Context: an optimization exercise on an open-source flow, tuned for small area. The choices shown serve that exercise and are no tape-out recipe. In this exercise RTL edits were held to simulation tests only and were not proved equivalent to the original. Power and IR drop assume default switching activity.

==> flow/design.v (excerpt) <==
module bf_graph_loader #(
  parameter int LANES  = 32,
  parameter int WIDTH  = 32,
  parameter int ADDR_W = 10,
  parameter int ROWS   = 32
) (
  input  logic                   clk,
  input  logic                   rst_global,
  input  logic                   go,
  input  logic                   abort,
  input  logic [WIDTH-1:0]       in_data,
  input  logic                   in_valid,
  output logic                   in_ready,
  output logic [ADDR_W-1:0]      mem_addr,
  output logic [LANES*WIDTH-1:0] mem_wdata,
  output logic                   mem_we,
  output logic                   mem_sel,
  output logic                   start,
  input  logic                   finish,
  output logic                   busy,
  output logic                   done
);
  localparam int LW = (LANES > 1) ? $clog2(LANES) : 1;
  localparam int RW = (ROWS > 1) ? $clog2(ROWS) : 1;
  logic st_load, st_start, st_run, st_done, we_q;
  logic [LW-1:0]          lane_cnt;
  logic [RW-1:0]          row_cnt;
  logic [LANES*WIDTH-1:0] row_q;
  logic busy_c, accept, row_end, last_end, running;
  assign busy_c   = st_load | we_q | st_start | st_run | st_done;
  assign accept   = st_load & in_valid & ~abort;
  assign row_end  = accept & (lane_cnt == LW'(LANES - 1));
  assign last_end = row_end & (row_cnt == RW'(ROWS - 1));
  assign running  = st_start | st_run;
  assign in_ready  = st_load;
  assign mem_we    = we_q;
  assign mem_sel   = st_load | we_q;
  assign start     = st_start;
  assign done      = st_done;
  assign busy      = busy_c;
  assign mem_addr  = ADDR_W'(row_cnt);
  assign mem_wdata = row_q;
  always_ff @(posedge clk or posedge rst_global) begin
    if (rst_global) begin
      st_load  <= 1'b0;
      st_start <= 1'b0;
      st_run   <= 1'b0;
      st_done  <= 1'b0;
      we_q     <= 1'b0;
    end else begin
      st_load  <= (~busy_c & go) | (st_load & ~abort & ~last_end);
      st_start <= we_q & ~st_load;
      st_run   <= running & ~finish;
      st_done  <= running & finish;
      we_q     <= row_end;
    end
  end
  always_ff @(posedge clk) begin
    if (!st_load) lane_cnt <= '0;
    else if (accept) lane_cnt <= lane_cnt + 1'b1;
  end
  ...
clock: 5.0 ns
lec_check: 0
cap_margin: 0
core_area: 3 3 677 92
cts_buf_list: sky130_fd_sc_hd__clkbuf_16
cts_cluster_diameter: 45
cts_cluster_size: 24
die_area: 0 0 680 95
place_density: 0.7
slew_margin: 0
standard.sh (not shown) runs the stock make flow with config.mk's settings and CLKGATE_MAP_FILE= SYNTH_SCRIPT=/design/flow/synth_recipe.tcl, a recipe that flattens the netlist after the stock synthesis.
==> flow/flow/run.sh <==
#!/bin/bash
# Standard ORFS layout (the standard.sh), with two changes:
#  - the per-bit row-lane update is hand-mapped to a22o cells (flow/mapcells.py) before synthesis;
#    the registers are untouched, so synthesis gives them the same names and cells as the standard one;
#  - the port buffers are made of the smallest buffer cell.
set -uo pipefail
python3 flow/mapcells.py design.v > design_mapped.v 2> mapcells.log || exit 1
sed "s#^export VERILOG_FILES = .*#export VERILOG_FILES = $PWD/design_mapped.v#" config.mk > config_mapped.mk
grep -q "design_mapped.v" config_mapped.mk || exit 1
sed "s#DESIGN_CONFIG=[^ ]*#DESIGN_CONFIG=$PWD/config_mapped.mk#" standard.sh > standard_mapped.sh
grep -q "config_mapped.mk" standard_mapped.sh || exit 1
export BUFFER_PORTS_ARGS="-buffer_cell sky130_fd_sc_hd__buf_1"
bash standard_mapped.sh finish > flow_make.log 2>&1
rc=$?
cp -r orfs/logs orfs_logs 2>/dev/null
exit $rc
==> flow/flow/mapcells.py <==
#!/usr/bin/env python3
"""Hand-map the per-bit row-lane update of bf_graph_loader to sky130 a22o cells.

Reads the design as the layout reads it (design.v) and writes it back with the lane update
    row_q[i*WIDTH +: WIDTH] <= (row_q[i*WIDTH +: WIDTH] & {WIDTH{keep}}) | (in_data & {WIDTH{sel}});
computed by one sky130_fd_sc_hd__a22o_1 per bit, X = (A1 & A2) | (B1 & B2), the same function.
The registers (row_q) are left as they are, so synthesis names and maps them as it does the RTL.
"""
import re
import sys

src = open(sys.argv[1]).read()
pat = re.compile(
    r"always_ff\s*@\s*\(\s*posedge\s+clk\s*\)\s*begin\s*"
    r"row_q\[i\*WIDTH \+: WIDTH\]\s*<=\s*\(row_q\[i\*WIDTH \+: WIDTH\]\s*&\s*\{WIDTH\{keep\}\}\)\s*\|\s*"
    r"\(in_data\s*&\s*\{WIDTH\{sel\}\}\);\s*end")
new = """logic [WIDTH-1:0] d;
    for (genvar b = 0; b < WIDTH; b++) begin : g_bit
      sky130_fd_sc_hd__a22o_1 u_a22o (.A1(row_q[i*WIDTH+b]), .A2(keep), .B1(in_data[b]), .B2(sel), .X(d[b]));
    end
    always_ff @(posedge clk) begin
      row_q[i*WIDTH +: WIDTH] <= d;
    end"""
out, n = pat.subn(new, src)
if n != 1:
    sys.exit("mapcells.py: lane update not found exactly once (%d)" % n)
sys.stdout.write(out)
==> next run, changes <==
- CORE_AREA: 3 3 677 92 -> 3 3 647 103
- DIE_AREA: 0 0 680 95 -> 0 0 650 106
- GPL_ROUTABILITY_DRIVEN: not set -> 0
- GPL_TIMING_DRIVEN: not set -> 0
- PLACE_DENSITY: 0.7 -> 0.65
Result: The changed run completed without violations. Total power rises by about 1%. Setup slack gets worse by 0.0085 ns. Maximum frequency barely changes. Sequential power is about the same.
==> next run, changes <==
- CORE_AREA: 3 3 647 103 -> 3 3 597 133
- DIE_AREA: 0 0 650 106 -> 0 0 600 136
- GPL_ROUTABILITY_DRIVEN: 0 -> not set
- GPL_TIMING_DRIVEN: 0 -> not set
Result: The new run ran to the end with no violations. Clock power rose by about 1%. Setup slack improved by 0.091 ns. Total power fell by about 0.43%. Combinational power fell by 12%. Die area rose by about 18%. Clock-buffer cell count rose by 2. Register-to-register slack improved by 0.51 ns. Sequential power barely changes.
==> next run, changes <==
- CORE_AREA: 3 3 597 133 -> 3 3 797 69
- DIE_AREA: 0 0 600 136 -> 0 0 800 72
- PLACE_DENSITY: 0.65 -> 0.8
=>
- total power rises by 0.71%
- routed wire length rises by 5.6%
- sequential share of layout area rises by 0.55 points
- die area came out lower by 29%
- combinational power is higher by 3.7%
- cell count fell by 6.8%

* * *

bf_graph_loader, a different RTL version from the one above (not shown whole).
Size: roughly 2,100 cells after synthesis, roughly 1,000 flip-flops, about 1,100 I/O pins, roughly 30,000 µm² of cells after synthesis.
Settings: LEC_CHECK=0, CAP_MARGIN=20, CORE_AREA=3 3 647 103, CTS_BUF_LIST=sky130_fd_sc_hd__clkbuf_8, CTS_CLUSTER_DIAMETER=30, CTS_CLUSTER_SIZE=15, DIE_AREA=0 0 650 106, PLACE_DENSITY=0.65, SLEW_MARGIN=20; clock period 5.0 ns.
Scripts as last shown in full above: flow/flow/run.sh, flow/flow/mapcells.py
Rerun with:
Settings changed: CAP_MARGIN 20 to 5, CTS_BUF_LIST sky130_fd_sc_hd__clkbuf_8 to sky130_fd_sc_hd__clkbuf_16, CTS_CLUSTER_DIAMETER 30 to 45, CTS_CLUSTER_SIZE 15 to 24, SLEW_MARGIN 20 to 5.
The changed run completed without violations; core utilization is lower by 0.31 points; setup slack gets better by 0.073 ns; via count is lower by 1.1%; design area is lower by 0.51%; die area does not change; maximum frequency is higher by 2.4%; wire length is lower by 0.36%; critical path depth is unchanged; combinational power is lower by about 1%; clock-buffer cell count is lower by 34.
Rerun with:
Settings changed: CAP_MARGIN 5 to 20, CTS_CLUSTER_DIAMETER 45 to 60, CTS_CLUSTER_SIZE 24 to 30, SLEW_MARGIN 5 to 20.
Outcome: Combinational power increases by about 0.8%. Total power falls by about 2.5%. First-iteration DRC count rose by about 10%. Clock power went down by about 8%. Synthesized cell count stays the same. Global-route usage fell by 0.32 points. Die area is unchanged. Maximum frequency hardly moves. Wire length fell by about 0.5%. Hold slack improves by 0.0099 ns.
Rerun with:
Settings changed: CTS_CLUSTER_DIAMETER 60 to 45, PLACE_DENSITY 0.65 to 0.85.
The new run produced a clean layout.
Clock skew rose by 0.015 ns.
Design area is about the same.
Die area stays the same.
Worst setup slack degrades by 0.057 ns.
Final cell count is about the same.
Sequential power hardly moves.
Rerun with:
Settings changed: CTS_CLUSTER_SIZE 30 to 24, PLACE_DENSITY 0.85 to 0.65.
The new run ran to the end with no violations.
Final area grows by 0.48%.
Critical path depth stays the same.
Routed wire length grows by 6.1%.
Die area stays the same.
Sequential share of layout area shrinks by 0.27 points.
Total power grows by 3.1%.
Setup slack improved by 0.030 ns.
Non-clock buffer count shrinks by 8.
First-iteration DRC count grows by 0.90%.
Sequential power barely changes.
Synthesized cell count stays the same.

* * *

== alpha ==
The RTL this note starts from:
==> flow/design.v <==
module bf_graph_loader #(
  parameter int LANES  = 32,
  parameter int WIDTH  = 32,
  parameter int ADDR_W = 10,
  parameter int ROWS   = 32
) (
  input  logic                   clk,
  input  logic                   rst_global,
  input  logic                   go,
  input  logic                   abort,
  input  logic [WIDTH-1:0]       in_data,
  input  logic                   in_valid,
  output logic                   in_ready,
  output logic [ADDR_W-1:0]      mem_addr,
  output logic [LANES*WIDTH-1:0] mem_wdata,
  output logic                   mem_we,
  output logic                   mem_sel,
  output logic                   start,
  input  logic                   finish,
  output logic                   busy,
  output logic                   done
);
  localparam int LW = (LANES > 1) ? $clog2(LANES) : 1;
  localparam int RW = (ROWS > 1) ? $clog2(ROWS) : 1;
  logic st_load, st_start, st_run, st_done, we_q;
  logic [LW-1:0]          lane_cnt;
  logic [RW-1:0]          row_cnt;
  logic [LANES*WIDTH-1:0] row_q;
  logic busy_c, accept, row_end, last_end, running;
  assign busy_c   = st_load | we_q | st_start | st_run | st_done;
  assign accept   = st_load & in_valid & ~abort;
  assign row_end  = accept & (lane_cnt == LW'(LANES - 1));
  assign last_end = row_end & (row_cnt == RW'(ROWS - 1));
  assign running  = st_start | st_run;
  assign in_ready  = st_load;
  assign mem_we    = we_q;
  assign mem_sel   = st_load | we_q;
  assign start     = st_start;
  assign done      = st_done;
  assign busy      = busy_c;
  assign mem_addr  = ADDR_W'(row_cnt);
  assign mem_wdata = row_q;
  always_ff @(posedge clk or posedge rst_global) begin
    if (rst_global) begin
      st_load  <= 1'b0;
      st_start <= 1'b0;
      st_run   <= 1'b0;
      st_done  <= 1'b0;
      we_q     <= 1'b0;
    end else begin
      st_load  <= (~busy_c & go) | (st_load & ~abort & ~last_end);
      st_start <= we_q & ~st_load;
      st_run   <= running & ~finish;
      st_done  <= running & finish;
      we_q     <= row_end;
    end
  end
  always_ff @(posedge clk) begin
    if (!st_load) lane_cnt <= '0;
    else if (accept) lane_cnt <= lane_cnt + 1'b1;
  end
  always_ff @(posedge clk) begin
    if (!st_load) row_cnt <= '0;
    else if (we_q) row_cnt <= row_cnt + 1'b1;
  end
  logic keep;
  assign keep = st_load & ~we_q;
  for (genvar i = 0; i < LANES - 1; i++) begin : g_lane
    logic sel;
    assign sel = accept & (lane_cnt == LW'(i));
    always_ff @(posedge clk) begin
      row_q[i*WIDTH +: WIDTH] <= (row_q[i*WIDTH +: WIDTH] & {WIDTH{keep}}) | (in_data & {WIDTH{sel}});
    end
  end
  always_ff @(posedge clk) begin
    row_q[LANES*WIDTH-1 -: WIDTH] <= in_data;
  end
endmodule
export LEC_CHECK = 0
export CAP_MARGIN = 0
export CORE_AREA = 3 3 717 81
export CTS_BUF_LIST = sky130_fd_sc_hd__clkbuf_16
export CTS_CLUSTER_DIAMETER = 40
export CTS_CLUSTER_SIZE = 30
export DIE_AREA = 0 0 720 84
export GPL_ROUTABILITY_DRIVEN = 0
export PLACE_DENSITY = 0.75
export SLEW_MARGIN = 0
create_clock -name core_clock -period 5.0 [get_ports {clk}]
Scripts as last shown in full above: flow/flow/run.sh, flow/flow/mapcells.py
Input changes introduced in beta (baseline for comparison: alpha):
-- flow/config.mk --
<<< alpha, line 10
export CTS_BUF_LIST = sky130_fd_sc_hd__clkbuf_16
export CTS_CLUSTER_DIAMETER = 40
export CTS_CLUSTER_SIZE = 30
export DIE_AREA = 0 0 720 84
export GPL_ROUTABILITY_DRIVEN = 0
export PLACE_DENSITY = 0.75
>>> beta, line 10
export CTS_BUF_LIST = sky130_fd_sc_hd__clkbuf_16
export CTS_CLUSTER_DIAMETER = 45
export CTS_CLUSTER_SIZE = 24
export DIE_AREA = 0 0 720 84
export PLACE_DENSITY = 0.75
Of beta and alpha, beta shows the lower top achievable clock speed, with alpha above it. Proportion of power drawn by the clock network was higher in beta than in alpha. Going from alpha to beta, power dissipated by switching net loads went up 2.2%, worst setup slack went down 0.0095 ns, pin slew with the least headroom to its limit went down 0.011 ns.
## Diff of input files: gamma against beta
==> flow/config.mk <==
export PLATFORM = sky130hd
export DESIGN_NAME = bf_graph_loader
export DESIGN_NICKNAME = bf_graph_loader
export VERILOG_FILES = /design/flow/design.v
export SDC_FILE = /design/flow/constraint.sdc
export NUM_CORES = 4
export LEC_CHECK = 0
export CAP_MARGIN = 5
export CORE_AREA = 3 3 647 103
export CTS_BUF_LIST = sky130_fd_sc_hd__clkbuf_16
export CTS_CLUSTER_DIAMETER = 45
export CTS_CLUSTER_SIZE = 24
export DIE_AREA = 0 0 650 106
export PLACE_DENSITY = 0.65
export SLEW_MARGIN = 5
## What came out
gamma completed every stage of the flow, and the final layout passed the timing, design-rule and antenna checks.
[gamma] met3 track utilization from global routing fell 5.0 points relative to beta
When gamma is set beside beta, its routed wirelength normalized by instance count turns out to be about 1.2% smaller.
Reported for gamma and beta, XOR/XNOR share of the synthesized area turned out identical to the last digit.
Arrival time of data at the critical path endpoint delta (gamma -> beta): insignificant
beta -> gamma: proportion of power drawn by combinational gates flat
Via count of the first global-routing pass for gamma is higher than for beta.
Summary — number of instances in the placed design, gamma relative to beta: higher, by about 3%.
Compared with beta, gamma shows a register-to-register slack that is 0.14 ns higher.
Overall track demand over capacity in global routing was lower in gamma than in beta.
gamma has sequential share of layout area below what beta had.
Compared to beta, the routing of gamma uses more wire.
> inputs changed (gamma -> delta)
==> flow/config.mk <==
export PLATFORM = sky130hd
export DESIGN_NAME = bf_graph_loader
export DESIGN_NICKNAME = bf_graph_loader
export VERILOG_FILES = /design/flow/design.v
export SDC_FILE = /design/flow/constraint.sdc
export NUM_CORES = 4
export LEC_CHECK = 0
export CAP_MARGIN = 0
export CORE_AREA = 3 3 717 81
export CTS_BUF_LIST = sky130_fd_sc_hd__clkbuf_16
export CTS_CLUSTER_DIAMETER = 40
export CTS_CLUSTER_SIZE = 30
export DIE_AREA = 0 0 720 84
export PLACE_DENSITY = 0.8
export SLEW_MARGIN = 0
==> run summary <==
In the flow results for gamma and delta, the power density relative to cell area is larger on gamma. Compare gamma and delta | total routing resource utilization after global routing lower: gamma. Clock share of power, gamma and delta, lower one = delta. The setup slack of delta is smaller than that of gamma. Diff gamma -> delta | final estimated routing congestion in global placement | increase of 6.0%. delta went all the way through synthesis, placement and routing and the layout is clean on timing, DRC and antenna. Arrival time of data at the critical path endpoint: delta vs gamma up 0.02 ns. Compared with gamma, delta is the less power-hungry design.

[afterwards: timing with drivers on the ports]
The results above use ideal ports. As a check the final layouts listed here were re-extracted and re-timed, cells and wires unchanged.
Step 1: set_driving_cell puts a clkbuf_16 on clk and a buf_2 on each other input, an assumption about the parent block.
Step 2 moves the port delays by t, midway between the first and last clock arrival at a register: inputs arrive t later, outputs are due t later. That takes back most of the time a late clock gives input paths.
Slacks: ideal / step 1 / step 2; pairs: ideal / step 1.
run	t (ns)	slack for setup (ns)	hold slack, ns	worst register clock-pin slew, ns
the first run of note 1	0.689	1.800 / 1.786 / 1.143	0.248 / 0.208 / 0.489	0.11 / 0.11
the second run of note 1	0.688	1.791 / 1.791 / 1.554	0.239 / 0.198 / 0.489	0.11 / 0.11
the third run of note 1	0.663	1.882 / 1.840 / 1.568	0.435 / 0.434 / 0.487	0.11 / 0.11
the fourth run of note 1	0.724	1.892 / 1.815 / 1.265	0.210 / 0.164 / 0.489	0.11 / 0.11
the first run of note 2	0.740	1.957 / 1.901 / 1.358	0.179 / 0.154 / 0.381	0.12 / 0.12
the second run of note 2	0.673	2.029 / 1.967 / 1.417	0.242 / 0.213 / 0.406	0.11 / 0.11
the third run of note 2	0.671	2.028 / 1.967 / 1.482	0.251 / 0.219 / 0.400	0.12 / 0.12
the fourth run of note 2	0.660	1.971 / 1.912 / 1.455	0.402 / 0.402 / 0.402	0.12 / 0.12
the fifth run of note 2	0.683	2.001 / 1.939 / 1.427	0.239 / 0.206 / 0.391	0.11 / 0.11
alpha	0.725	1.894 / 1.808 / 1.357	0.202 / 0.139 / 0.494	0.12 / 0.12
beta	0.732	1.884 / 1.798 / 1.299	0.194 / 0.130 / 0.491	0.11 / 0.11
gamma	0.697	1.891 / 1.830 / 1.471	0.230 / 0.195 / 0.489	0.11 / 0.11
delta	0.726	1.871 / 1.785 / 1.308	0.227 / 0.164 / 0.493	0.12 / 0.12
After both steps every run listed still meets setup and hold. The setup slack of the first run of note 1, which loses most, moves by -0.014 ns with the drivers and by -0.657 ns with both steps.
